Context: an optimization exercise on an open-source flow, tuned for small area, a short achievable clock period and few clock cycles per item. The choices shown serve that exercise and are no tape-out recipe.
In this exercise RTL edits were held to simulation tests only and were not proved equivalent to the original.
Power figures rest on the tool's default switching activity, not on a simulated workload.

==> flow/design.v, too long to show whole: its modules and the start of the top module <==
// module csa_fa: 9 lines
// module binary_neuron: 911 lines
module binary_neuron (
    input  logic                    clk,
    input  logic                    reset,
    input  logic                    in_valid,
    output logic                    in_ready,
    input  logic [320:0]            in_req,
    output logic                    out_valid,
    input  logic                    out_ready,
    output logic [9:0]              out_sum
);
  // ...
==> flow/flow/run.sh <==
#!/bin/bash
# The standard layout (standard.sh: ORFS synthesis to final layout), with
# one change: the input and output ports are buffered with the smallest
# buffer, sky130_fd_sc_hd__buf_1, instead of the cell buffer_ports picks by
# default (clkdlybuf4s50_1).  Later repair steps may still resize them.
set -euo pipefail
export BUFFER_PORTS_ARGS="-buffer_cell sky130_fd_sc_hd__buf_1"
bash standard.sh > standard_flow.log 2>&1
==> flow/standard.sh <==
#!/bin/bash
# synth_recipe.tcl (not shown) runs the flow's synth.tcl, then flattens the netlist and writes it again
# the make line also repeats each setting of config.mk as NAME=value (left out here)
make -C /OpenROAD-flow-scripts/flow DESIGN_CONFIG=/design/flow/config.mk WORK_HOME=/design/flow/orfs CLKGATE_MAP_FILE= SYNTH_SCRIPT=/design/flow/synth_recipe.tcl "${@:-finish}"
==> flow/config.mk <==
export PLATFORM = sky130hd
export DESIGN_NAME = binary_neuron
export DESIGN_NICKNAME = binary_neuron
export VERILOG_FILES = /design/flow/design.v
export SDC_FILE = /design/flow/constraint.sdc
export NUM_CORES = 4
export LEC_CHECK = 0
export CAP_MARGIN = 20
export CORE_MARGIN = 2
export CORE_UTILIZATION = 40
export SLEW_MARGIN = 20
export SYNTH_HIERARCHICAL = 1
export SYNTH_MINIMUM_KEEP_SIZE = 0
==> flow/constraint.sdc <==
create_clock -name core_clock -period 6.0 [get_ports {clk}]
set_input_delay 1.2000 -clock core_clock [delete_from_list [all_inputs] [get_ports {clk}]]
set_output_delay 1.2000 -clock core_clock [all_outputs]
set_load 0.01 [all_outputs]
==> flow_summary.toml, run 1 <==
[logic_synthesis]
synth_edf_count = 40
synth_nets = 1695
synth_top_area_cell = "fa_1"
synth_compound_area_share_pct = 1.16

[cells_and_area]
multi_input_area_um2 = 8910
design.seq.count = 189
reg_top3 = "q_data x30, out_sum x10"
drive_gt1_share_pct = 2.79
multi_input_cells = 882
num-nets-final = 2045
regArea_um2 = 4180

[timing]
period_share_pct = 52.7
worst_slack_ns = 2.84
slew_viol_final = 0

[pwr]
pwr-share-comb_pct = 60.1
p_leak_nw = 5.78
powerDensity_nw_per_um2 = 615

[drt]
dr.pass1.iters = 4
wirelength_mm = 31.8
drc_errors = 0
drt-met1-wl_mm = 12.8
wl_met2_mm = 17.4

[run_status]
status = "complete, no violations"

[clock_tree]
clk_pin_slew_worst_paths_ns = 0.07
cts_setup_buffers = 0

[worst_setup_path]
reg2reg_from = "r2_c442$_DFF_P_"
critPathLaunch = "r2_c442$_DFF_P_"
reg2reg_depth = 8
cp_common_cell = "fa_1"

[place]
dpl.cell_count = 1882
gp_congestion = 0.862
place_area_um2 = 15000

[grt]
antenna_found_initial = 0
Testbench counts, summed over its fixed seeds: cycles 3,224, items 3,200.
==> inputs of run 2 (changes only) <==
==> flow/run.sh (new file) <==
#!/bin/bash
# synth_recipe.tcl (not shown) runs the flow's synth.tcl, then flattens the netlist and writes it again
# the make line also repeats each setting of config.mk as NAME=value (left out here)
make -C /OpenROAD-flow-scripts/flow DESIGN_CONFIG=/design/flow/config.mk WORK_HOME=/design/flow/orfs CLKGATE_MAP_FILE= SYNTH_SCRIPT=/design/flow/synth_recipe.tcl finish
removed: flow/flow/run.sh
removed: flow/standard.sh
==> flow_summary.toml, run 2 <==
[job]
drv_cap = 0

[worst_setup_path]
slowest_stage = "clkdlybuf4s50_1"
worstPathArrival_ns = 3.66
critPathKind = "input port to flop"
cpPeakStageDelay_ns = 0.41
reg2reg_from = "r2_c442$_DFF_P_"
cp_common_cell = "inv_1"
r2r-end = "out_sum[7]$_DFFE_PN_"
crit_chain = "clkdlybuf4s50_1 > and2b_1 > inv_1 > nand2_1 > ha_1 > inv_1 > fa_1 > xor2_1 > or3_2 > a21oi_1"
required_ns = 6.35
reg2reg_setup_slack_ns = 2.82
critPathLaunchType = "input port"
critPathCaptureType = "flop"
reg2reg_depth = 8
cp_max_fo = 13

[cells_and_area]
final_common_cell = "clkdlybuf4s50_1"
reg_top3 = "q_data x30, out_sum x10"
fin_cells = 1914
drive_gt1_share_pct = 2.92
largest_register_ffs = 30
postLayoutCoreUtil_pct = 54.5
layout_common_cells = "clkdlybuf4s50_1 (336), fa_1 (245), nor2_1 (204)"
area_delta_synth_final_pct = 34.0
regMostFlops = "q_data"
fill_cells = 2874
diodes = 0
num-nets-final = 2045

[drt]
wirelength_mm = 33.6
drtIter0Drc = 281
wl_per_cell_um = 17.6
drc_errors = 0
drtAntennaViolNets = 0
detailroute.via_count = 8678
dr.pass1.iters = 5
vias_per_cell = 4.53

[timing]
slew_viol_final = 0
max_slew_margin_pct = 43.8
finalSetupViolations = 0
tns_ns = 0
rsz0062_at_grt = "no"
finalCriticalPeriod_ns = 3.31
worstMarginPinSlew_ns = 0.838
whs_ns = 0.449
period_share_pct = 55.2
finalHoldViolations = 0
worst_slack_ns = 2.69
skew_ns = 0.0117
fmax_ghz = 0.302

[logic_synthesis]
synth_area_leaders = "fa_1 (37%), dfxtp_1 (23%), edfxtp_1 (9.1%)"
yosys.cell_count.top_type = "fa_1"
synth_common_cells = "fa_1 (245), nor2_1 (204), dfxtp_1 (149), xnor2_1 (133), xor2_1 (70)"
synth_top_area_cell = "fa_1"
syn-mean-instance-area_um2 = 11.9
yosys_warnings = 7
ys_seq_area_share_pct = 31.6
ys_types = 35
synth_area_um2 = 13200
synth_top_flop_cell = "dfxtp_1"
yosysTopAreaCellShare_pct = 37.1
async_flop_share_pct = 0
synth_edf_count = 40
synth_nets = 1695
synth-seq-cells = 189
synth_cells = 1109

[grt]
grt_max_degree = 21
grt_pass1_wl_mm = 51.2
overflow = 0
grt_pass1_vias = 9398
grt.total_usage_pct = 20.1
antenna_found_initial = 0

[pwr]
powerDensity_nw_per_um2 = 550
switching_power_mw = 3.99
ir_drop_v = 0.000562
pwr-share-comb_pct = 60.8
p_leak_nw = 6.70
swShare_pct = 40.8
internal_power_mw = 5.78
seq_power_share_pct = 27.7
clock_power_share_pct = 11.5

[clock_tree]
clk_latency_ns = 0.43
cts_setup_buffers = 0
root_buffer = "clkbuf_16"
hold_buffers = 0
cts.repair.resized = 0
cts_buffers = 17
cts_tree = "done"
cts_num_sinks = 189
h-tree-depth = 4
clk_path_buf_depth = 2
clk_pin_slew_worst_paths_ns = 0.07

[min_path]
min_path_type = "flop to flop"
min_from = "stage_valid[1]$_SDFF_PP0_"
min_to = "stage_valid[2]$_SDFF_PP0_"
hold_depth = 1

[place]
dp_slack_ns = 2.23
dpl.cell_count = 1882
gp_congestion = 0.854
dp_hpwl_mm = 30.4
port_buffers = 336

[floorplan]
start_util_pct = 40.7
die-area_um2 = 34600
io-pin-count = 337
fp-row-count = 66
die_w_um = 186
die_h_um = 186
core_region_area_um2 = 32500

[run_status]
status = "complete, no violations"
run 2: layout make-up:
class / count / area, um2 / area share [%]
Clock buffer: 19 / 475 / 2.68
Clock inverter: 13 / 125 / 0.705
Inverter: 32 / 120 / 0.677
Multi-Input combinational cell: 882 / 8910 / 50.2
Sequential cell: 189 / 4180 / 23.6
Tap cell: 442 / 553 / 3.12
Timing Repair Buffer: 337 / 3370 / 19.0
run 2: critical path, delay by kind of cell:
family | cells | cell delay, ns
AO/OA/AOI/OAI | 1 | 0.14
XOR/XNOR | 1 | 0.17
adder cells (fa/ha/maj) | 2 | 0.57
AND/OR/NAND/NOR | 3 | 0.87
buffers and inverters | 3 | 0.71
run 2: cell families after synthesis:
kind of cell / share of synthesized area (%)
AOI/OAI and AO/OA: 1.16
xor gates and xnor gates: 13.4
adders and majority gates: 38.6
buffers and inverters: 1.14
DFF: 31.6
muxes: 1.40
and+or+nand+nor: 12.7
run 2: metrics by stage:
stage | area (um2) | power (mW)
finish | 17700 | 9.76
global route | 17700 | 10.7
CTS | 17700 | 9.87
detailed placement | 17100 | 8.68
global placement | 17100 | 8.62
floorplan | 13200 | 6.59
run 2: layer usage:
metal  up-vias  track usage (%)  part of all wire, %
li1       4214                -                    -
met4         0             2.87                 0.61
met1      4257             24.6                   41
met3        10             3.25                  3.9
met5         -                0                    0
met2       197             38.0                   55
run 2: how the worst max path moves through the flow:
stage	from	endpoint	depth (start not counted)
2_1_floorplan	out_ready	q_count[2]$_SDFFE_PP0P_	9
3_3_place_gp	out_ready	q_count[2]$_SDFFE_PP0P_	10
3_5_place_dp	out_ready	q_count[2]$_SDFFE_PP0P_	10
4_1_cts	out_ready	q_count[2]$_SDFFE_PP0P_	10
5_1_grt	out_ready	q_count[2]$_SDFFE_PP0P_	10
6_report	out_ready	q_count[2]$_SDFFE_PP0P_	10
run 2: modules after synthesis (local to each module, per instance):
module | times used | cells | cell area, um2
binary_neuron | 1 | 866 | 8370
csa_fa | 243 | 1 | 20.0
run 2: power by group through the flow:
stage | clock, mW | sequential, mW | combinational (mW)
2_1_floorplan | 0 | 2.60 | 3.99
3_3_place_gp | 0 | 2.73 | 5.89
3_5_place_dp | 0 | 2.74 | 5.95
4_1_cts | 1.15 | 2.71 | 6.01
5_1_grt | 1.20 | 2.76 | 6.79
6_report | 1.13 | 2.70 | 5.93

-- what the ideal ports hide --
Ports are ideal in the flow. The routed layouts listed here were re-timed in OpenROAD.
Step 1 assumes that a clkbuf_16 drives the clock port and a buf_2 every other input.
Step 2 times the ports against the registers' clock, not the clock port: input delays grow and output delays shrink by t, the midpoint of the rising clock arrivals with the driver on.
Slacks: ideal / step 1 / step 2; pairs: ideal / step 1.
run	t (ns)	setup WS [ns]	worst setup path at the end	latest minus earliest clock arrival (ns)
run 1	0.469	2.838 / 2.838 / 2.574	input to register	0.011 / 0.011
run 2	0.466	2.690 / 2.707 / 2.241	input to register	0.013 / 0.013
After both steps setup and hold are still met in every run listed. The setup slack of run 2, which loses most, moves by +0.017 ns with the drivers and by -0.449 ns with both steps.
